This design comes from an exercise in tuning for small area and a short achievable clock period on the open sky130 flow, not from production work.
RTL that was checked went through simulation tests only; none was proved equivalent to the original.
No activity file was given, so power comes from the tool's default toggle rates.

Setup of rev 12:
// fairq_top
module fairq_top (
   input  logic                   clk,
   input  logic                   reset,
   input  logic                   in_wr,
   input  fairq_pkg::ctrl_t       in_ctrl,
   input  fairq_pkg::data_word_t  in_data,
   input  logic                   rd_dst_addr,
   input  fairq_pkg::queue_idx_t  dst_oq,
   input  fairq_pkg::sram_addr_t  dst_oq_high_addr,
   input  fairq_pkg::sram_addr_t  dst_oq_low_addr,
   output logic                   out_wr,
   output fairq_pkg::ctrl_t       out_ctrl,
   output fairq_pkg::data_word_t  out_data
);
==> module fairq_eac_add, before the edit <==
module fairq_eac_add (
   input  logic [15:0] a,
   input  logic [15:0] b,
   output logic [15:0] s
);
   logic [15:0] g [5];
   logic [15:0] p [5];
   logic [15:0] c;
   assign g[0] = a & b;
   assign p[0] = a | b;
   for (genvar l = 0; l < 4; l++) begin : g_level
      for (genvar i = 0; i < 16; i++) begin : g_bit
         assign g[l+1][i] = g[l][i] | (p[l][i] & g[l][(i+16-(1<<l))%16]);
         if (l < 3) begin : g_prop
            assign p[l+1][i] = p[l][i] & p[l][(i+16-(1<<l))%16];
         end else begin : g_noprop
            assign p[l+1][i] = 1'b0;
         end
      end
   end
   assign c = {g[4][14:0], g[4][15]};
   assign s = a ^ (b ^ c);
endmodule
==> module fairq_window_rewriter, before the edit <==
module fairq_window_rewriter (
   input  logic                    clk,
   input  logic                    reset,
   input  logic                    clear,
   input  logic                    in_wr,
   input  fairq_pkg::ctrl_t        in_ctrl,
   input  fairq_pkg::data_word_t   in_data,
   input  logic                    rewrite_word,
   input  fairq_pkg::queue_idx_t   src_queue,
   input  logic                    port_free,
   output fairq_pkg::queue_idx_t   div_queue,
   output fairq_pkg::queue_idx_t   div_queue_next,
   input  logic                    port_live,
   input  logic [16:0]             port_cap4,
   input  fairq_pkg::flow_count_t  port_open,
   input  fairq_pkg::flow_count_t  port_diff,
   output logic                    out_wr,
   output fairq_pkg::ctrl_t        out_ctrl,
   output fairq_pkg::data_word_t   out_data
);
   localparam logic [3:0] LAST = 4'd15;
   logic [3:0]    step_count;
   logic [15:0]   divisor;
   logic [15:0]   remainder;
   logic [12:0]   quotient;
   logic          live_s;
   logic          sat;
   logic          open_ge;
   logic [15:0]   unused_open_d;
   logic          diff_ok;
   logic          diff_ok_r;
   logic [16:0]   part;
   logic [16:0]   dif;
   logic          ge;
   logic          sat_lo;
   logic [3:0]    unused_sat_d;
   logic [12:0]   code;
   fairq_sub #(.W(16)) u_flows (
      .a  (port_open),
      .b  (port_diff),
      .d  (unused_open_d),
      .ge (open_ge)
   );
   assign diff_ok = (port_diff != 16'd0) && open_ge;
   fairq_sub #(.W(4)) u_sat (
      .a  (remainder[3:0]),
      .b  (divisor[3:0]),
      .d  (unused_sat_d),
      .ge (sat_lo)
   );
   assign part = {remainder, quotient[12]};
   fairq_sub #(.W(17)) u_step (
      .a  (part),
      .b  ({1'b0, divisor}),
      .d  (dif),
      .ge (ge)
   );
   always_ff @(posedge clk) begin
      if (reset || clear) begin
         step_count <= 4'd0;
      end else if (step_count == 4'd0) begin
         if (port_free) step_count <= 4'd1;
      end else if (step_count == LAST) begin
         step_count <= 4'd0;
      end else begin
         step_count <= step_count + 4'd1;
      end
   end
   assign div_queue_next = reset ? 3'd0 :
                           (step_count == LAST) ? div_queue + 3'd1 : div_queue;
   always_ff @(posedge clk) begin
      div_queue <= div_queue_next;
   end
   always_ff @(posedge clk) begin
      if (step_count == 4'd0) begin
         live_s    <= port_live;
         diff_ok_r <= diff_ok;
         divisor   <= port_diff;
         remainder <= {12'd0, port_cap4[16:13]};
         quotient  <= port_cap4[12:0];
      end else if (step_count == 4'd1) begin
         if (!diff_ok_r) divisor <= 16'd1;
      end else if (step_count != LAST) begin
         if (step_count == 4'd2)
            sat <= (divisor[15:4] == 12'd0) && sat_lo;
         remainder <= ge ? dif[15:0] : part[15:0];
         quotient  <= {quotient[11:0], ge};
      end
   end
   always_comb begin
      if (!live_s)                     code = 13'd0;
      else if (sat)                    code = 13'd1;
      else if (quotient[12:8] == 5'd0) code = 13'h100;
      else                             code = quotient;
   end
   logic [12:0]   win_code [8];
   logic [12:0]   code_bus;
   logic [12:0]   src_code;
   assign code_bus = clear ? 13'd0 : code;
   for (genvar q = 0; q < 8; q++) begin : g_code
      always_ff @(posedge clk) begin
         if (clear || (step_count == LAST && div_queue == 3'(q)))
            win_code[q] <= code_bus;
      end
   end
   assign src_code = win_code[src_queue];
   logic                  has_share;
   fairq_pkg::window_t    new_window;
   fairq_pkg::window_t    new_window_n;
   always_ff @(posedge clk) begin
      has_share    <= (src_code != 13'd0);
      new_window   <= (src_code[12:8] == 5'd0) ? 16'hFFFF : {src_code, 3'b000};
      new_window_n <= (src_code[12:8] == 5'd0) ? 16'h0000 : ~{src_code, 3'b000};
   end
   fairq_pkg::window_t    old_window;
   fairq_pkg::window_t    old_checksum;
   fairq_pkg::window_t    csa_sum;
   fairq_pkg::window_t    csa_carry;
   fairq_pkg::window_t    ck_sum;
   fairq_pkg::data_word_t data_next;
   assign old_window   = in_data[63:48];
   assign old_checksum = in_data[47:32];
   assign csa_sum   = old_window ^ (old_checksum ^ new_window);
   assign csa_carry = (new_window & ~(old_window & old_checksum)) |
                      (new_window_n & ~(old_window | old_checksum));
   fairq_eac_add u_ck (
      .a (csa_sum),
      .b ({csa_carry[14:0], csa_carry[15]}),
      .s (ck_sum)
   );
   assign data_next = (rewrite_word && has_share) ?
                      {new_window, ~ck_sum, in_data[31:0]} : in_data;
   always_ff @(posedge clk) begin
      if (reset) out_wr <= 1'b0;
      else       out_wr <= in_wr;
   end
   always_ff @(posedge clk) begin
      out_ctrl <= in_ctrl;
      out_data <= data_next;
   end
endmodule
clock: 8.5 ns
lec_check: 0
cap_margin: 20
core_margin: 2
core_utilization: 40
cts_cluster_diameter: 150
cts_cluster_size: 20
slew_margin: 20
standard.sh (not shown) runs the stock make flow with config.mk's settings and CLKGATE_MAP_FILE= SYNTH_SCRIPT=/design/flow/synth_recipe.tcl, a recipe that flattens the netlist after the stock synthesis.
==> flow/flow/run.sh <==
#!/bin/bash
# The standard layout (standard.sh, unchanged synthesis and steps) with two
# knobs the flow settings cannot reach: port buffers are buf_2 cells instead
# of the default delay cells, and timing repair aims for a larger setup slack.
# make's output goes to flow.log here; each ORFS step keeps its own log under
# orfs/logs/.
set -euo pipefail
export BUFFER_PORTS_ARGS="-buffer_cell sky130_fd_sc_hd__buf_2"
export SETUP_SLACK_MARGIN=5
bash standard.sh > flow.log 2>&1
### rev 12 -> rev 13
==> flow/design.v, changed modules only <==
module fairq_eac_add (
   input  logic [15:0] a,
   input  logic [15:0] b,
   output logic [15:0] s
);
   logic [15:0] x;
   logic [15:0] g [5];
   logic [15:0] p [5];
   assign x    = a ^ b;
   assign g[0] = a & b;
   assign p[0] = x;
   for (genvar l = 0; l < 4; l++) begin : g_level
      for (genvar i = 0; i < 16; i++) begin : g_bit
         assign g[l+1][i] = g[l][i] | (p[l][i] & g[l][(i+16-(1<<l))%16]);
         if (l < 3) begin : g_prop
            assign p[l+1][i] = p[l][i] & p[l][(i+16-(1<<l))%16];
         end else begin : g_noprop
            assign p[l+1][i] = 1'b0;
         end
      end
   end
   assign s = x ^ {g[4][14:0], g[4][15]};
endmodule
module fairq_window_rewriter (
   input  logic                    clk,
   input  logic                    reset,
   input  logic                    clear,
   input  logic                    in_wr,
   input  fairq_pkg::ctrl_t        in_ctrl,
   input  fairq_pkg::data_word_t   in_data,
   input  logic                    rewrite_word,
   input  fairq_pkg::queue_idx_t   src_queue,
   input  logic                    port_free,
   output fairq_pkg::queue_idx_t   div_queue,
   output fairq_pkg::queue_idx_t   div_queue_next,
   input  logic                    port_live,
   input  logic [16:0]             port_cap4,
   input  fairq_pkg::flow_count_t  port_open,
   input  fairq_pkg::flow_count_t  port_diff,
   output logic                    out_wr,
   output fairq_pkg::ctrl_t        out_ctrl,
   output fairq_pkg::data_word_t   out_data
);
   localparam logic [3:0] LAST = 4'd15;
   logic [3:0]    step_count;
   logic [15:0]   divisor;
   logic [15:0]   remainder;
   logic [12:0]   quotient;
   logic          live_s;
   logic          sat;
   logic          open_ge;
   logic [15:0]   unused_open_d;
   logic          diff_ok;
   logic          diff_ok_r;
   logic [16:0]   part;
   logic [16:0]   dif;
   logic          ge;
   logic          sat_lo;
   logic [3:0]    unused_sat_d;
   logic [12:0]   code;
   fairq_sub #(.W(16)) u_flows (
      .a  (port_open),
      .b  (port_diff),
      .d  (unused_open_d),
      .ge (open_ge)
   );
   assign diff_ok = (port_diff != 16'd0) && open_ge;
   fairq_sub #(.W(4)) u_sat (
      .a  (remainder[3:0]),
      .b  (divisor[3:0]),
      .d  (unused_sat_d),
      .ge (sat_lo)
   );
   assign part = {remainder, quotient[12]};
   fairq_sub #(.W(17)) u_step (
      .a  (part),
      .b  ({1'b0, divisor}),
      .d  (dif),
      .ge (ge)
   );
   always_ff @(posedge clk) begin
      if (reset || clear) begin
         step_count <= 4'd0;
      end else if (step_count == 4'd0) begin
         if (port_free) step_count <= 4'd1;
      end else if (step_count == LAST) begin
         step_count <= 4'd0;
      end else begin
         step_count <= step_count + 4'd1;
      end
   end
   assign div_queue_next = reset ? 3'd0 :
                           (step_count == LAST) ? div_queue + 3'd1 : div_queue;
   always_ff @(posedge clk) begin
      div_queue <= div_queue_next;
   end
   always_ff @(posedge clk) begin
      if (step_count == 4'd0) begin
         live_s    <= port_live;
         diff_ok_r <= diff_ok;
         divisor   <= port_diff;
         remainder <= {12'd0, port_cap4[16:13]};
         quotient  <= port_cap4[12:0];
      end else if (step_count == 4'd1) begin
         if (!diff_ok_r) divisor <= 16'd1;
      end else if (step_count != LAST) begin
         if (step_count == 4'd2)
            sat <= (divisor[15:4] == 12'd0) && sat_lo;
         remainder <= ge ? dif[15:0] : part[15:0];
         quotient  <= {quotient[11:0], ge};
      end
   end
   always_comb begin
      if (!live_s)                     code = 13'd0;
      else if (sat)                    code = 13'd1;
      else if (quotient[12:8] == 5'd0) code = 13'h100;
      else                             code = quotient;
   end
   logic [12:0]   win_code [8];
   logic [12:0]   code_bus;
   logic [12:0]   src_code;
   assign code_bus = clear ? 13'd0 : code;
   for (genvar q = 0; q < 8; q++) begin : g_code
      always_ff @(posedge clk) begin
         if (clear || (step_count == LAST && div_queue == 3'(q)))
            win_code[q] <= code_bus;
      end
   end
   assign src_code = win_code[src_queue];
   logic                  has_share;
   fairq_pkg::window_t    new_window;
   always_ff @(posedge clk) begin
      has_share  <= (src_code != 13'd0);
      new_window <= (src_code[12:8] == 5'd0) ? 16'hFFFF : {src_code, 3'b000};
   end
   fairq_pkg::window_t    old_window;
   fairq_pkg::window_t    old_checksum;
   fairq_pkg::window_t    csa_sum;
   fairq_pkg::window_t    csa_carry;
   fairq_pkg::window_t    ck_sum;
   fairq_pkg::data_word_t data_next;
   assign old_window   = in_data[63:48];
   assign old_checksum = in_data[47:32];
   assign csa_sum   = old_window ^ old_checksum ^ new_window;
   assign csa_carry = (~old_window & ~old_checksum) | (~old_window & new_window) |
                      (~old_checksum & new_window);
   fairq_eac_add u_ck (
      .a (csa_sum),
      .b ({csa_carry[14:0], csa_carry[15]}),
      .s (ck_sum)
   );
   assign data_next = (rewrite_word && has_share) ?
                      {new_window, ~ck_sum, in_data[31:0]} : in_data;
   always_ff @(posedge clk) begin
      if (reset) out_wr <= 1'b0;
      else       out_wr <= in_wr;
   end
   always_ff @(posedge clk) begin
      out_ctrl <= in_ctrl;
      out_data <= data_next;
   end
endmodule
==> comparison <==
Per the comparison of rev 13 with rev 12, post-synthesis cell count lower; power density over the cells saw an increase; final core area utilization level; adder-cell share of the synthesized area rose by 1.6 points; cell leakage power fell about 5%.
| worst setup slack before clock tree synthesis | rev 13 vs rev 12 | 0.26 ns higher |
Compared rev 13 vs rev 12, and cell-internal power is down in rev 13.
Combined area of the multi-input logic cells (rev 12 / rev 13): 1.09
Between rev 12 and rev 13, the flow reports post-synthesis cell area decreasing by a few percent.
Total cell area at the placement stage: rev 13 lower than rev 12
The initial standard-cell utilization of the core on rev 12 is in line with that on rev 13.
[compare] base=rev 12 new=rev 13: number of standard-cell rows in the floorplan fell about 2%, overall power saw a decrease.
No functional check of the RTL was part of rev 12.

==> separate check: timing with driven ports <==
In the flow no input, the clock included, has a driving cell. The finished layouts below were timed again as built, in two steps. Step 1 (the two cells are an assumption about what drives the block):
set clk [get_ports {clk}]
set_driving_cell -lib_cell sky130_fd_sc_hd__clkbuf_16 $clk
set_driving_cell -lib_cell sky130_fd_sc_hd__buf_2 [delete_from_list [all_inputs] $clk]
Step 2 adds t to the input delays and takes it off the output delays; t is the mean of the earliest and latest rising clock arrival at the registers after step 1. Input paths then give back, and output paths get back, about the clock's delay inside the block. Slacks: ideal ports / drivers / drivers and shift; pairs: ideal ports / drivers.
run | t, ns | slack for setup (ns) | worst data-port slew with drivers (ns)
rev 12 | 0.660 | 5.052 / 5.062 / 4.402 | 0.07
rev 13 | 0.641 | 5.027 / 5.065 / 4.425 | 0.05
After both steps every run listed still meets setup and hold. The setup slack of rev 12, which loses most, moves by +0.010 ns with the drivers and by -0.650 ns with both steps.
